What follows belongs to an exercise in optimizing a design on an open flow for small area, a short achievable clock period and few clock cycles per item; a production flow would make more cautious choices. In this exercise RTL edits were held to simulation tests only and were not proved equivalent to the original. Power and IR drop assume default switching activity.

===== design/flow/design.v =====
`timescale 1ns / 1ps
`default_nettype none
package rlbe_pkg;
   localparam int LITERAL_MAX_DEF = 128;
   localparam int REPEAT_MAX_DEF  = 129;
   localparam int CHUNK_BYTES_DEF = 8;
   localparam int BYTE_W      = 8;
   localparam int MAX_LANES   = 8;
   localparam int CHUNK_W     = BYTE_W * MAX_LANES;
   localparam int COUNT_W     = 4;
   localparam int RSP_TDATA_W = 72;
   typedef struct packed {
      logic              valid;
      logic [BYTE_W-1:0] data;
      logic              final_byte;
      logic              stream_end;
   } pack_byte_type;
endpackage
`default_nettype wire
`timescale 1ns / 1ps
`default_nettype none
module rlbe_packer #(
   parameter int CHUNK_BYTES = rlbe_pkg::CHUNK_BYTES_DEF
) (
   input  wire logic                           clock,
   input  wire logic                           reset,
   input  wire rlbe_pkg::pack_byte_type        byte_in,
   output logic                                byte_ready,
   output logic                                rsp_tvalid,
   input  wire logic                           rsp_tready,
   output logic [rlbe_pkg::RSP_TDATA_W-1:0]    rsp_tdata,
   output logic                                rsp_tlast,
   output logic                                rsp_tuser
);
   localparam int BYTE_W = rlbe_pkg::BYTE_W;
   localparam int MAX_LANES = rlbe_pkg::MAX_LANES;
   localparam int CHUNK_W = rlbe_pkg::CHUNK_W;
   localparam int COUNT_W = rlbe_pkg::COUNT_W;
   localparam int RSP_TDATA_W = rlbe_pkg::RSP_TDATA_W;
   logic [CHUNK_W-1:0] asm_data_ff, asm_data_in;
   logic [COUNT_W-1:0] asm_cnt_ff, asm_cnt_in;
   logic               out_valid_ff, out_valid_in;
   logic [CHUNK_W-1:0] out_data_ff, out_data_in;
   logic [COUNT_W-1:0] out_cnt_ff, out_cnt_in;
   logic               out_last_ff, out_last_in;
   logic               out_done_ff, out_done_in;
   logic [CHUNK_W-1:0] merged;
   logic               close_chunk;
   logic               out_free;
   logic               take;
   always_comb begin
      merged = asm_data_ff;
      for (int i = 0; i < MAX_LANES; i++) begin
         if (asm_cnt_ff == COUNT_W'(i)) begin
            merged[BYTE_W*i +: BYTE_W] = byte_in.data;
         end
      end
   end
   assign close_chunk = byte_in.final_byte || (asm_cnt_ff == COUNT_W'(CHUNK_BYTES - 1));
   assign out_free    = !out_valid_ff || rsp_tready;
   assign byte_ready  = !close_chunk || out_free;
   assign take        = byte_in.valid && byte_ready;
   always_comb begin
      asm_data_in  = asm_data_ff;
      asm_cnt_in   = asm_cnt_ff;
      out_valid_in = out_valid_ff && !rsp_tready;
      out_data_in  = out_data_ff;
      out_cnt_in   = out_cnt_ff;
      out_last_in  = out_last_ff;
      out_done_in  = out_done_ff;
      if (take) begin
         if (close_chunk) begin
            out_valid_in = 1'b1;
            out_data_in  = merged;
            out_cnt_in   = asm_cnt_ff + COUNT_W'(1);
            out_last_in  = byte_in.final_byte;
            out_done_in  = byte_in.final_byte && byte_in.stream_end;
            asm_data_in  = '0;
            asm_cnt_in   = '0;
         end else begin
            asm_data_in  = merged;
            asm_cnt_in   = asm_cnt_ff + COUNT_W'(1);
         end
      end
   end
   always_ff @(posedge clock) begin
      if (reset) begin
         asm_data_ff  <= '0;
         asm_cnt_ff   <= '0;
         out_valid_ff <= 1'b0;
      end else begin
         asm_data_ff  <= asm_data_in;
         asm_cnt_ff   <= asm_cnt_in;
         out_valid_ff <= out_valid_in;
      end
      out_data_ff <= out_data_in;
      out_cnt_ff  <= out_cnt_in;
      out_last_ff <= out_last_in;
      out_done_ff <= out_done_in;
   end
   assign rsp_tvalid = out_valid_ff;
   assign rsp_tdata  = {{(RSP_TDATA_W - CHUNK_W - COUNT_W){1'b0}}, out_cnt_ff, out_data_ff};
   assign rsp_tlast  = out_last_ff;
   assign rsp_tuser  = out_done_ff;
endmodule
`default_nettype wire
`timescale 1ns / 1ps
`default_nettype none
module run_length_byte_encoder #(
   parameter int LITERAL_MAX = rlbe_pkg::LITERAL_MAX_DEF,
   parameter int REPEAT_MAX  = rlbe_pkg::REPEAT_MAX_DEF,
   parameter int CHUNK_BYTES = rlbe_pkg::CHUNK_BYTES_DEF
) (
   input  wire logic                           clock,
   input  wire logic                           reset,
   input  wire logic                           req_tvalid,
   output logic                                req_tready,
   input  wire logic [7:0]                     req_tdata,
   input  wire logic                           req_tlast,
   output logic                                rsp_tvalid,
   input  wire logic                           rsp_tready,
   output logic [rlbe_pkg::RSP_TDATA_W-1:0]    rsp_tdata,
   output logic                                rsp_tlast,
   output logic                                rsp_tuser
);
   localparam int BYTE_W = rlbe_pkg::BYTE_W;
   localparam int AW = $clog2(LITERAL_MAX);
   localparam int RW = $clog2(REPEAT_MAX + 1);
   typedef enum logic [1:0] {ST_IDLE, ST_HEAD, ST_BODY, ST_TAIL} state_type;
   typedef struct packed {
      logic              valid;
      logic [BYTE_W-1:0] head;
      logic [AW-1:0]     nbody;
      logic              tail;
      logic [BYTE_W-1:0] tail_byte;
   } seg_type;
   function automatic logic [BYTE_W-1:0] lit_head(input logic [BYTE_W-1:0] n);
      logic [BYTE_W-1:0] m;
      m = n - BYTE_W'(1);
      lit_head = {m[BYTE_W-2:0], 1'b1};
   endfunction
   function automatic logic [BYTE_W-1:0] run_head(input logic [BYTE_W-1:0] r);
      logic [BYTE_W-1:0] m;
      m = r - BYTE_W'(2);
      run_head = {m[BYTE_W-2:0], 1'b0};
   endfunction
   state_type         state_ff, state_in;
   logic [AW-1:0]     idx_ff, idx_in;
   seg_type           cur_ff, cur_in;
   seg_type           nxt_ff, nxt_in;
   logic [AW-1:0]     lit_cnt_ff, lit_cnt_in;
   logic [RW-1:0]     rep_cnt_ff, rep_cnt_in;
   logic [BYTE_W-1:0] held_ff, held_in;
   logic              started_ff, started_in;
   logic [BYTE_W-1:0] store_mem [LITERAL_MAX];
   logic [BYTE_W-1:0] mem_rd_ff;
   logic              mem_we;
   logic              accept;
   logic              stream_end;
   logic [BYTE_W-1:0] t_byte;
   logic [BYTE_W-1:0] lit8;
   logic [BYTE_W-1:0] rep8;
   seg_type           seg_a, seg_b;
   logic              seg_last;
   logic              advance;
   logic              byte_ready;
   rlbe_pkg::pack_byte_type     pack_byte;
   assign req_tready = (state_ff == ST_IDLE);
   assign accept     = req_tvalid && req_tready;
   assign t_byte     = req_tdata;
   assign stream_end = req_tlast;
   assign lit8       = BYTE_W'(lit_cnt_ff);
   assign rep8       = BYTE_W'(rep_cnt_ff);
   always_comb begin
      seg_a      = '0;
      seg_b      = '0;
      mem_we     = 1'b0;
      lit_cnt_in = lit_cnt_ff;
      rep_cnt_in = rep_cnt_ff;
      held_in    = held_ff;
      started_in = started_ff;
      if (!started_ff) begin
         held_in    = t_byte;
         lit_cnt_in = '0;
         rep_cnt_in = '0;
         started_in = 1'b1;
         seg_b      = {1'b1, lit_head(BYTE_W'(1)), {AW{1'b0}}, 1'b1, t_byte};
      end else if (t_byte == held_ff) begin
         if (rep_cnt_ff == '0) begin
            if (lit_cnt_ff != '0) begin
               seg_a = {1'b1, lit_head(lit8), lit_cnt_ff, 1'b0, held_ff};
            end
            lit_cnt_in = '0;
            rep_cnt_in = RW'(2);
            seg_b      = {1'b1, run_head(BYTE_W'(2)), {AW{1'b0}}, 1'b1, held_ff};
         end else if (rep_cnt_ff < RW'(REPEAT_MAX)) begin
            rep_cnt_in = rep_cnt_ff + RW'(1);
            seg_b      = {1'b1, run_head(rep8 + BYTE_W'(1)), {AW{1'b0}}, 1'b1, held_ff};
         end else begin
            seg_a      = {1'b1, run_head(rep8), {AW{1'b0}}, 1'b1, held_ff};
            rep_cnt_in = '0;
            seg_b      = {1'b1, lit_head(BYTE_W'(1)), {AW{1'b0}}, 1'b1, held_ff};
         end
      end else begin
         held_in = t_byte;
         if (rep_cnt_ff != '0) begin
            seg_a      = {1'b1, run_head(rep8), {AW{1'b0}}, 1'b1, held_ff};
            lit_cnt_in = '0;
            rep_cnt_in = '0;
            seg_b      = {1'b1, lit_head(BYTE_W'(1)), {AW{1'b0}}, 1'b1, t_byte};
         end else if (lit_cnt_ff < AW'(LITERAL_MAX - 1)) begin
            mem_we     = accept;
            lit_cnt_in = lit_cnt_ff + AW'(1);
            seg_b      = {1'b1, lit_head(lit8 + BYTE_W'(2)), lit_cnt_ff + AW'(1), 1'b1,
                           t_byte};
         end else begin
            seg_a      = {1'b1, lit_head(lit8 + BYTE_W'(1)), lit_cnt_ff, 1'b1, held_ff};
            lit_cnt_in = '0;
            seg_b      = {1'b1, lit_head(BYTE_W'(1)), {AW{1'b0}}, 1'b1, t_byte};
         end
      end
      if (stream_end) begin
         lit_cnt_in = '0;
         rep_cnt_in = '0;
         held_in    = '0;
         started_in = 1'b0;
      end else begin
         seg_b = '0;
      end
      if (!seg_a.valid) begin
         seg_a = seg_b;
         seg_b = '0;
      end
   end
   always_comb begin
      case (state_ff)
         ST_HEAD: seg_last = (cur_ff.nbody == '0) && !cur_ff.tail;
         ST_BODY: seg_last = (idx_ff == cur_ff.nbody - AW'(1)) && !cur_ff.tail;
         ST_TAIL: seg_last = 1'b1;
         default: seg_last = 1'b0;
      endcase
   end
   always_comb begin
      pack_byte.valid      = (state_ff != ST_IDLE);
      pack_byte.final_byte = seg_last && !nxt_ff.valid;
      pack_byte.stream_end = !started_ff;
      case (state_ff)
         ST_HEAD: pack_byte.data = cur_ff.head;
         ST_BODY: pack_byte.data = mem_rd_ff;
         ST_TAIL: pack_byte.data = cur_ff.tail_byte;
         default: pack_byte.data = '0;
      endcase
   end
   assign advance = pack_byte.valid && byte_ready;
   always_comb begin
      state_in = state_ff;
      idx_in   = idx_ff;
      cur_in   = cur_ff;
      nxt_in   = nxt_ff;
      case (state_ff)
         ST_IDLE: begin
            if (accept && seg_a.valid) begin
               cur_in   = seg_a;
               nxt_in   = seg_b;
               state_in = ST_HEAD;
               idx_in   = '0;
            end
         end
         ST_HEAD, ST_BODY, ST_TAIL: begin
            if (advance) begin
               if (seg_last) begin
                  idx_in = '0;
                  if (nxt_ff.valid) begin
                     cur_in       = nxt_ff;
                     nxt_in.valid = 1'b0;
                     state_in     = ST_HEAD;
                  end else begin
                     state_in = ST_IDLE;
                  end
               end else if (state_ff == ST_HEAD) begin
                  if (cur_ff.nbody != '0) begin
                     state_in = ST_BODY;
                     idx_in   = '0;
                  end else begin
                     state_in = ST_TAIL;
                  end
               end else if (idx_ff == cur_ff.nbody - AW'(1)) begin
                  state_in = ST_TAIL;
               end else begin
                  idx_in = idx_ff + AW'(1);
               end
            end
         end
         default: state_in = ST_IDLE;
      endcase
   end
   always_ff @(posedge clock) begin
      if (reset) begin
         state_ff     <= ST_IDLE;
         cur_ff.valid <= 1'b0;
         nxt_ff.valid <= 1'b0;
         lit_cnt_ff   <= '0;
         rep_cnt_ff   <= '0;
         held_ff      <= '0;
         started_ff   <= 1'b0;
      end else begin
         state_ff     <= state_in;
         cur_ff.valid <= cur_in.valid;
         nxt_ff.valid <= nxt_in.valid;
         if (accept) begin
            lit_cnt_ff <= lit_cnt_in;
            rep_cnt_ff <= rep_cnt_in;
            held_ff    <= held_in;
            started_ff <= started_in;
         end
      end
      idx_ff           <= idx_in;
      cur_ff.head      <= cur_in.head;
      cur_ff.nbody     <= cur_in.nbody;
      cur_ff.tail      <= cur_in.tail;
      cur_ff.tail_byte <= cur_in.tail_byte;
      nxt_ff.head      <= nxt_in.head;
      nxt_ff.nbody     <= nxt_in.nbody;
      nxt_ff.tail      <= nxt_in.tail;
      nxt_ff.tail_byte <= nxt_in.tail_byte;
   end
   always_ff @(posedge clock) begin
      if (mem_we) begin
         store_mem[lit_cnt_ff] <= held_ff;
      end
      mem_rd_ff <= store_mem[idx_in];
   end
   rlbe_packer #(
      .CHUNK_BYTES (CHUNK_BYTES)
   ) u_packer (
      .clock      (clock),
      .reset      (reset),
      .byte_in    (pack_byte),
      .byte_ready (byte_ready),
      .rsp_tvalid (rsp_tvalid),
      .rsp_tready (rsp_tready),
      .rsp_tdata  (rsp_tdata),
      .rsp_tlast  (rsp_tlast),
      .rsp_tuser  (rsp_tuser)
   );
endmodule
`default_nettype wire

===== design/flow/run.sh =====
#!/bin/bash
# synth_recipe.tcl (not shown) runs the flow's synth.tcl, then flattens the netlist and writes it again
# the make line also repeats each setting of config.mk as NAME=value (left out here)
make -C /OpenROAD-flow-scripts/flow DESIGN_CONFIG=/design/flow/config.mk WORK_HOME=/design/flow/orfs CLKGATE_MAP_FILE= SYNTH_SCRIPT=/design/flow/synth_recipe.tcl finish

===== design/flow/config.mk =====
export PLATFORM = sky130hd
export DESIGN_NAME = run_length_byte_encoder
export DESIGN_NICKNAME = run_length_byte_encoder
export VERILOG_FILES = /design/flow/design.v
export SDC_FILE = /design/flow/constraint.sdc
export NUM_CORES = 4
export LEC_CHECK = 0
export CAP_MARGIN = 20
export CORE_MARGIN = 2
export CORE_UTILIZATION = 40
export PLACE_DENSITY = 0.6
export SLEW_MARGIN = 20

===== design/flow/constraint.sdc =====
create_clock -name core_clock -period 6.0 [get_ports {clock}]
set_input_delay 1.2000 -clock core_clock [delete_from_list [all_inputs] [get_ports {clock}]]
set_output_delay 1.2000 -clock core_clock [all_outputs]
set_load 0.01 [all_outputs]

==> flow_metrics.env <==
export IMPL_status="complete, no violations"
export IMPL_avgSynthCellArea_um2=12.67
export IMPL_ys_seq_elements=1253
export IMPL_ys_seq_area_frac=0.7181
export IMPL_core_area_um2=125900
export IMPL_num_io_pins=89
export IMPL_synth_cell_types=83
export IMPL_maxSlewHeadroom=0.2470
export IMPL_cp_arrival_ns=6.21
export IMPL_clock_skew_ns=0.02980
export IMPL_cts_buffer_depth=3
export IMPL_crit_required_ns=6.62
export IMPL_fp_dieH_um=360.6
export IMPL_clockPowerShare=0.302
export IMPL_synth_main_ff_cell="edfxtp_1"
export IMPL_holdPathEnd="u_packer.asm_data_ff[63]"
export IMPL_maxCapViolations=0
export IMPL_drtAntennaViolNets=0
export IMPL_grt_usage=0.2048
export IMPL_dieArea_um2=130000
export IMPL_drt_iter0_markers=3570
export IMPL_syn_to_final_growth_pct=14.57
export IMPL_whs_ns=0.4780
export IMPL_netSwitchingFraction=0.3616
export IMPL_holdBufCountCts=0
export IMPL_antenna_found_initial=1
export IMPL_r2r_slack_ns=0.41
export IMPL_synth_edff_count=1142
export IMPL_rsz0062_at_grt="false"
export IMPL_drc_errors=0
export IMPL_reg2reg_from="cur_ff[9]"
export IMPL_netSwitchingPower_uw=9773
export IMPL_initial_core_util=0.4039
export IMPL_synthArstFlopShare=0
export IMPL_finalSetupViolations=0
export IMPL_post_drt_wl_per_cell_um=23.12
export IMPL_path_clk_slew_ns=0.06
export IMPL_grt_pass1_vias=31340
export IMPL_critPathKind="reg -> reg"
export IMPL_worst_slack_ns=0.4075
export IMPL_setup_worst_path_end_class="flop"
export IMPL_r2r_cells=17
export IMPL_synth_area_um2=50850
export IMPL_cts_htree_levels=4
export IMPL_start_kind="flop"
export IMPL_routed_wl_um=135800
export IMPL_p_comb_frac=0.326
export IMPL_hold_viol=0
export IMPL_hold_class="reg -> reg"
export IMPL_gp_congestion=0.8841
export IMPL_clk_latency_ns=0.74
export IMPL_post_cts_setup_buffers=0
export IMPL_fp_row_count=130
export IMPL_overflow=0
export IMPL_drv_slew=0
export IMPL_die_x_um=360.6
export IMPL_setup_tns_ns=0
export IMPL_cts_sinks=1253
export IMPL_max_slew_worst_pin_slew_ns=1.129
export IMPL_synthCells=4013
export IMPL_firstDrtPassIters=8
export IMPL_leakage_uw=0.01981
export IMPL_power_uw=27030
export IMPL_worstReg2RegEnd="mem_rd_ff[5]"
export IMPL_place_ws_ns=0.2183
export IMPL_p_seq_frac=0.372
export IMPL_grt_pass1_wl_um=202500
export IMPL_peakVddDrop_mv=0.6158
export IMPL_cts_root_buf="clkbuf_16"
export IMPL_critPathMaxFanout=15
export IMPL_layout_drive_gt1_share=0.08552
export IMPL_synth_warnings=2
export IMPL_cts_tree="yes"
export IMPL_final_nets=4147
export IMPL_grt_max_degree=166
export IMPL_finalCriticalPeriod_ns=5.593
export IMPL_power_density_nw_per_um2=463.9
export IMPL_num_vias=32930
export IMPL_hpwl_um=83350
export IMPL_cts_resized_gates=0
export IMPL_intPower_uw=17250
export IMPL_min_period_over_period=0.9321
export IMPL_max_freq_mhz=178.8
export IMPL_portBuffers=84
export IMPL_worstHoldStart="u_packer.asm_data_ff[63]"
export IMPL_hold_depth=1
export IMPL_via_per_inst=5.608
export IMPL_cts_inserted_buffers=134
-- cell usage in the layout, fill, tap and decap left out, drive strengths merged, types with 19 or more instances in the layout --
cell	count
edfxtp	1142
nand2	877
nor2	313
nand3	245
clkbuf	182
a21oi	151
o21ai	141
buf	127
dfxtp	111
mux2i	98
a22oi	84
clkdlybuf4s50	83
a32oi	49
a31oi	46
clkinv	45
nand4	40
nor4	40
and3	38
a21boi	38
a211oi	33
xnor2	30
a311oi	29
inv	29
conb	26
nor3	22
o22ai	20
ha	19
-- layout make-up --
cell class | instances | area, µm²
clock buffers | 182 | 3732
fillers | 11269 | 67640
clock inverters | 60 | 604.3
flip-flops and latches | 1253 | 36550
well taps | 1650 | 2064
diodes | 1 | 2.502
repair buffers | 210 | 1972
inverters | 27 | 108.9
multi-input cells | 2489 | 13230
-- state kept, by name, summed over array words and instances (netlist names) --
signal,cells
u_packer.out_cnt_ff,4
rep_cnt_ff,8
u_packer.out_data_ff,64
held_ff,8
state_ff,2
cur_ff,24
u_packer.asm_data_ff,64
u_packer.asm_cnt_ff,4
u_packer.out_last_ff,1
nxt_ff,25
started_ff,1
u_packer.out_done_ff,1
u_packer.out_valid_ff,1
idx_ff,7
store_mem,1024
mem_rd_ff,8
lit_cnt_ff,7
-- critical path: stages, from the launching register on --
cell       delay (ns)
edfxtp_1         0.44
inv_1            0.09
ha_1             0.23
nor3b_1          0.47
nand3_1          0.11
nor4b_2          0.21
a211o_1          0.35
a21oi_1          0.68
a32o_1           0.43
o21a_1           0.70
buf_4            0.30
and3_1           0.50
buf_4            0.21
nand3_1          0.06
o2111ai_1        0.10
o21ai_0          0.23
nand3_1          0.28
nor2_1           0.08
-- layer usage --
layer  vias up  global-route usage  routed length, µm  part of all wire
li1      15017                   -                  -                 -
met1     16413              0.2862              58600              0.43
met2      1278              0.3236              63460              0.47
met3       222             0.03551               9749             0.072
met4         0             0.06982               3934             0.029
met5         -                   0                  0                 0
-- through the flow --
step | cells | utilization | area [µm²]
6_report | 5872 | 0.4628 | 58260
5_1_grt | 5871 | 0.4627 | 58260
4_1_cts | 5871 | 0.4627 | 58260
3_5_place_dp | 5629 | 0.4283 | 53920
3_3_place_gp | 5629 | 0.4283 | 53920
2_1_floorplan | 4038 | - | 50950
-- Yosys cell counts (8+ instances only) --
cell       count  area, µm²
a211oi_1      32      240.2
a21boi_0      29      217.7
a21oi_1      151      755.7
a222oi_1       8      80.08
a22oi_1       84      630.6
a311oi_1      29      254.0
a31oi_1       46      287.8
a32oi_1       48      420.4
and2_1        10      62.56
and3_1        37      231.5
buf_1         43      161.4
buf_2         62      310.3
buf_4         10      75.07
clkbuf_1     149      559.3
dfxtp_1      111       2222
edfxtp_1    1142      34290
ha_1          19      237.7
inv_1         25      93.84
mux2i_1       98      980.9
nand2_1      877       3292
nand3_1      244       1221
nand4_1       40      250.2
nor2_1       313       1175
nor2b_1       12      75.07
nor3_1        19      95.09
nor4_1        39      244.0
o2111ai_1      8      70.07
o211ai_1      13      97.59
o21ai_0      134      670.6
o22ai_1       20      125.1
or2_2         10      62.56
xnor2_1       30      262.8
xor2_1        11      96.34
-- logic make-up (layout without fill, tap and decap cells) --
logic type | count (synthesis) | after routing | share of synthesized area
compound gates | 667 | 667 | 0.08742
xor+xnor | 41 | 41 | 0.007062
fa+ha+maj | 19 | 19 | 0.004675
buf+inv | 296 | 479 | 0.02485
flops | 1253 | 1253 | 0.7181
mux | 101 | 101 | 0.01995
other cells | 1 | 27 | 0.00007374
simple gates | 1635 | 1635 | 0.1379
-- power groups by stage --
stage | registers (µW) | logic (µW) | clock network, µW
2_1_floorplan | 10200 | 5730 | 0
3_3_place_gp | 10200 | 8700 | 0
3_5_place_dp | 10200 | 8750 | 0
4_1_cts | 10000 | 8790 | 8290
5_1_grt | 10100 | 9560 | 8620
6_report | 10000 | 8810 | 8170
-- worst max path at each step --
stage                      start            to
floorplan             held_ff[3]     cur_ff[0]
global placement    req_tdata[7]  mem_rd_ff[4]
detailed placement  req_tdata[5]  mem_rd_ff[4]
CTS                    cur_ff[9]  mem_rd_ff[5]
global route           cur_ff[9]  mem_rd_ff[5]
finish                 cur_ff[9]  mem_rd_ff[5]
Testbench counts, summed over its fixed seeds: cycles 35,050, items 21,130.

afterwards: timing with drivers on the ports:
How much do the figures lean on ideal ports? The routed layout below was timed once more, with nothing changed but the port constraints.
Step 1, drivers: a clkbuf_16 drives clock and a buf_2 each remaining input, both assumed.
Step 2 also shifts input and output timing later by t, the mid clock arrival at the registers, as if the neighbouring blocks saw the same clock.
Three values: no drivers, after step 1, after step 2; two values: the first two.
t, ns: 0.799
setup WS [ns]: 0.407 / 0.407 / 0.198
worst register clock-pin slew, ns: 0.06 / 0.06
worst slew at a driven data input, ns: 0.05
cell pins on the clock port's net: 1
After both steps setup and hold are still met in this run. The setup slack of this run moves by 0.000 ns with the drivers and by -0.209 ns with both steps.
